Source: an optimization exercise on an open RTL-to-GDS flow (aim: small area, a short achievable clock period and few clock cycles per item). Production flows keep margins and buffers that such runs may drop. Where RTL was checked, it was by simulation tests only, not by an equivalence proof against the original. Power is estimated from default activity; no workload was simulated.

## md5crypt_cmp
module md5crypt_cmp (
	input wire PKT_COMM_CLK,
	input wire rst_n,
	input wire [7:0] din,                    
	output logic rd_en,
	input wire empty,
	output logic [15:0] dout,                
	output logic wr_en,
	input wire full,
	output logic [7:0] pkt_comm_status,
	output logic [7:0] app_status
);
export LEC_CHECK = 0
export CAP_MARGIN = 20
export CORE_MARGIN = 2
export CORE_UTILIZATION = 42
export CTS_CLUSTER_DIAMETER = 80
export CTS_CLUSTER_SIZE = 30
export SETUP_SLACK_MARGIN = 2.75
export SLEW_MARGIN = 20
create_clock -name core_clock -period 5.0 [get_ports {PKT_COMM_CLK}]
run.sh (not shown) runs the stock make flow with config.mk's settings and CLKGATE_MAP_FILE= SYNTH_SCRIPT=/design/flow/synth_recipe.tcl, a recipe that flattens the netlist after the stock synthesis.
Edit:
CORE_UTILIZATION = 45   (was 42)
SETUP_SLACK_MARGIN = 2.7   (was 2.75)
The changed run completed without violations.
Core utilization grows by 2.9 points.
Setup slack improved by 0.013 ns.
Synthesized area does not change.
Via count went down slightly.
Fmax climbs slightly.
First-iteration DRC count came out higher slightly.
Sequential power is about the same.
Clock skew grows by 0.0091 ns.
Final cell count fell by a few percent.
Clock-buffer cell count is unchanged.
Edit:
SETUP_SLACK_MARGIN = 2.62   (was 2.7)
Result: Sequential share of layout area climbs by 1.2 points; worst setup slack gets worse by 0.053 ns; final cell count drops by about 1.3%; design area goes down by about 2%; combinational power drops by 3.4%.
Function was not checked in any run of this note: the RTL went through the layout flow alone.

========
md5crypt_cmp, a different RTL version from the one above (not shown whole).
Size in the first run: ~1700 cells after synthesis, roughly 690 flip-flops, ~46 I/O pins, about 22000 µm² of cells after synthesis.
Design md5crypt_cmp, start of the top module:
module md5crypt_cmp (
	input wire PKT_COMM_CLK,
	input wire rst_n,
	input wire [7:0] din,                    
	output logic rd_en,
	input wire empty,
	output logic [15:0] dout,                
	output logic wr_en,
	input wire full,
	output logic [7:0] pkt_comm_status,
	output logic [7:0] app_status
);
	localparam int H0 = 0;    
	localparam int H1 = 1;    
	localparam int HC = 2;    
	localparam int PY = 3;    
	localparam int PC = 4;    
	logic [3:0] ph;           
	logic [1:0] q;            
	logic rdy;
	logic nro;                
	logic [4:0] st;           
	logic e_ver, e_type, e_len, e_chk, e_cfg, e_unc;
	logic is_cfg;             
	logic [10:0] lenw;        
	logic lbad;               
	logic mism;               
	logic [31:0] sum;         
	logic cy;                 
	logic [9:0] ci;           
	logic [4:0] count;        
	logic cbad;
	logic wok;                
	logic last;               
	logic cfg_end;            
	logic [4:0] hc;           
	logic [31:0] tbl [16];    
	logic [15:0] mf;          
	logic fin;                
	logic hit;                
	logic done_pend;
	logic [7:0] d1;
	logic t_h0, t_h1, t_cs, t_py;
	logic busy;
	logic nbo;                
	logic [3:0] cnt;          
	logic c11;                
	logic odone;
	logic [15:0] oid;
	logic [10:0] oval;
	logic [3:0] ohn;
	assign rd_en = ~nro;
	wire take = rdy & ~empty;
  ...
clock: 5.0 ns
lec_check: 0
cap_margin: 20
core_margin: 2
core_utilization: 50
cts_cluster_diameter: 80
cts_cluster_size: 30
gpl_routability_driven: 0
setup_slack_margin: 2.7
slew_margin: 20
The starting point completed with no timing, DRC or antenna violations.
Testbench counts at the start, summed over its fixed seeds: cycles 37,387, items 8,714.
==> next run, changes <==
Settings changed: GPL_ROUTABILITY_DRIVEN 0 to default, SETUP_SLACK_MARGIN 2.7 to 2.75.
Die area does not change.
Core utilization falls by 0.41 points.
Cell count falls slightly.
Non-clock buffer count does not change.
Sequential power hardly moves.

========
md5crypt_cmp, a different RTL version from the one above (not shown whole).
Size: roughly 46 I/O pins, roughly 0.022 mm² of cells after synthesis.
Settings: LEC_CHECK=0, CAP_MARGIN=20, CORE_MARGIN=2, CORE_UTILIZATION=55, CTS_CLUSTER_DIAMETER=80, CTS_CLUSTER_SIZE=30, SETUP_SLACK_MARGIN=2.7, SLEW_MARGIN=20; clock period 5.0 ns.
Testbench counts at the start, summed over its fixed seeds: cycles 37,298, items 8,714.
Rerun with:
Settings changed: CORE_UTILIZATION 55 to 45, CTS_CLUSTER_DIAMETER 80 to 60, CTS_CLUSTER_SIZE 30 to 34.
Outcome:
- The new run passed the timing, design-rule and antenna checks
- total power is higher by 5.2%
- design area is higher by 0.98%
- setup slack is better by 56 ps
- clock-buffer cell count rose by 4
- synthesized area does not change
- register-to-register slack improved by 60 ps
- clock power climbs by 17%
- global-route usage went down by 4.5 points
- fmax went up by 2.4%
- critical path depth came out higher by 1
- utilization is lower by 11 points
Rerun with:
Settings changed: CTS_BUF_LIST from default to sky130_fd_sc_hd__clkbuf_8, CTS_CLUSTER_SIZE 34 to 20.
=> The changed run finished clean; total power is lower by 7.4%; setup slack degrades by 53 ps; hold slack degrades by 16 ps; sequential power hardly moves; final area is lower by 2.2%.
Rerun with:
Settings changed: CTS_BUF_LIST sky130_fd_sc_hd__clkbuf_8 to default, CTS_CLUSTER_DIAMETER 60 to 80, CTS_CLUSTER_SIZE 20 to 30, SETUP_SLACK_MARGIN 2.7 to 2.62.
Core utilization goes down by 0.56 points. Clock skew went down by 13 ps. Final cell count drops slightly. Global-route usage went down by 0.27 points. Via count is lower slightly. Worst setup slack improves by 18 ps. Register-to-register slack stays flat. Area after synthesis stays the same. Sequential power stays flat. Cell area decreases slightly.

========
RTL: one of the versions met above, not the one the previous note started from.
Size in the first run: ~1700 cells after synthesis, about 690 flip-flops, about 22000 µm² of cells after synthesis.
make LEC_CHECK=0 CAP_MARGIN=20 CORE_MARGIN=2 CORE_UTILIZATION=48 CTS_CLUSTER_DIAMETER=80 CTS_CLUSTER_SIZE=30 SETUP_SLACK_MARGIN=2.7 SLEW_MARGIN=20 finish   # period 5.0 ns
The baseline completed with no timing, DRC or antenna violations.
Testbench counts at the start, summed over its fixed seeds: cycles 37,387, items 8,714.
Rerun with:
CORE_UTILIZATION = 50   (was 48)
=> Routed wire length shrinks by 5.9%. Hold slack stays flat. Combinational power fell by about 7%. Non-clock buffer count came out lower by 22. Sequential cell count is unchanged. Final area is lower by 2.1%. Worst setup slack gets better by 6.6 ps. Critical path depth rises by 1. Global-route usage is about the same. First-iteration DRC count goes down by 4.5%. Clock skew barely changes.
Rerun with:
SETUP_SLACK_MARGIN = 2.8   (was 2.7)
=> The changed run finished clean. Setup slack improved by 3.8 ps. Sequential share of layout area fell by 1.6 points. Synthesized cell count stays the same. Clock skew hardly moves. Area after synthesis stays the same. Non-clock buffer count went up by 51. Routed wire length came out higher by a few percent. Clock-buffer cell count went down by 2.
Rerun with:
CORE_UTILIZATION = 52   (was 50)
SETUP_SLACK_MARGIN = 2.7   (was 2.8)
After rerunning: Via count is lower by 1.2%. Total power falls by 1.8%. Design area shrinks by 1.6%. Maximum frequency falls by 1.5%. Global-route usage shrinks by 0.34 points. Die area goes down by 3.8%. Clock power came out lower by about 4%. Area after synthesis stays the same. Wire length drops by 2.5%.

-- afterwards: timing with drivers on the ports --
Ports are ideal in the flow. The routed layouts listed here were re-timed in OpenROAD.
Step 1, drivers: a clkbuf_16 drives PKT_COMM_CLK and a buf_2 each remaining input, both assumed.
Step 2 moves the port delays by t, midway between the first and last clock arrival at a register: inputs arrive t later, outputs are due t later. That takes back most of the time a late clock gives input paths.
Three values: no drivers, after step 1, after step 2; two values: the first two.
run | t, ns | setup WS [ns] | worst hold slack (ns) | worst setup path at the end
the first run of note 1 | 0.664 | 2.641 / 2.619 / 2.159 | 0.320 / 0.320 / 0.320 | input to register
the second run of note 1 | 0.669 | 2.655 / 2.637 / 2.052 | 0.296 / 0.296 / 0.296 | input to register
the third run of note 1 | 0.658 | 2.602 / 2.602 / 2.076 | 0.316 / 0.316 / 0.316 | input to register
the first run of note 2 | 0.619 | 2.663 / 2.645 / 2.063 | 0.317 / 0.317 / 0.317 | input to register
the second run of note 2 | 0.671 | 2.646 / 2.616 / 2.062 | 0.319 / 0.319 / 0.319 | input to register
the first run of note 3 | 0.657 | 2.616 / 2.616 / 2.080 | 0.325 / 0.325 / 0.325 | input to register
the second run of note 3 | 0.629 | 2.672 / 2.651 / 2.093 | 0.321 / 0.321 / 0.321 | input to register
the third run of note 3 | 0.694 | 2.619 / 2.590 / 2.064 | 0.305 / 0.305 / 0.305 | input to register
the fourth run of note 3 | 0.655 | 2.637 / 2.609 / 2.028 | 0.318 / 0.318 / 0.318 | input to register
the first run of note 4 | 0.666 | 2.663 / 2.604 / 2.061 | 0.324 / 0.324 / 0.324 | input to register
the second run of note 4 | 0.641 | 2.669 / 2.638 / 2.061 | 0.324 / 0.324 / 0.324 | input to register
the third run of note 4 | 0.661 | 2.673 / 2.628 / 2.086 | 0.310 / 0.310 / 0.310 | input to register
the fourth run of note 4 | 0.661 | 2.638 / 2.585 / 2.044 | 0.317 / 0.317 / 0.317 | input to register
After both steps every run listed still meets setup and hold. For the fourth run of note 3, which loses most, drivers alone change the setup slack by -0.028 ns; drivers and shift together by -0.609 ns.
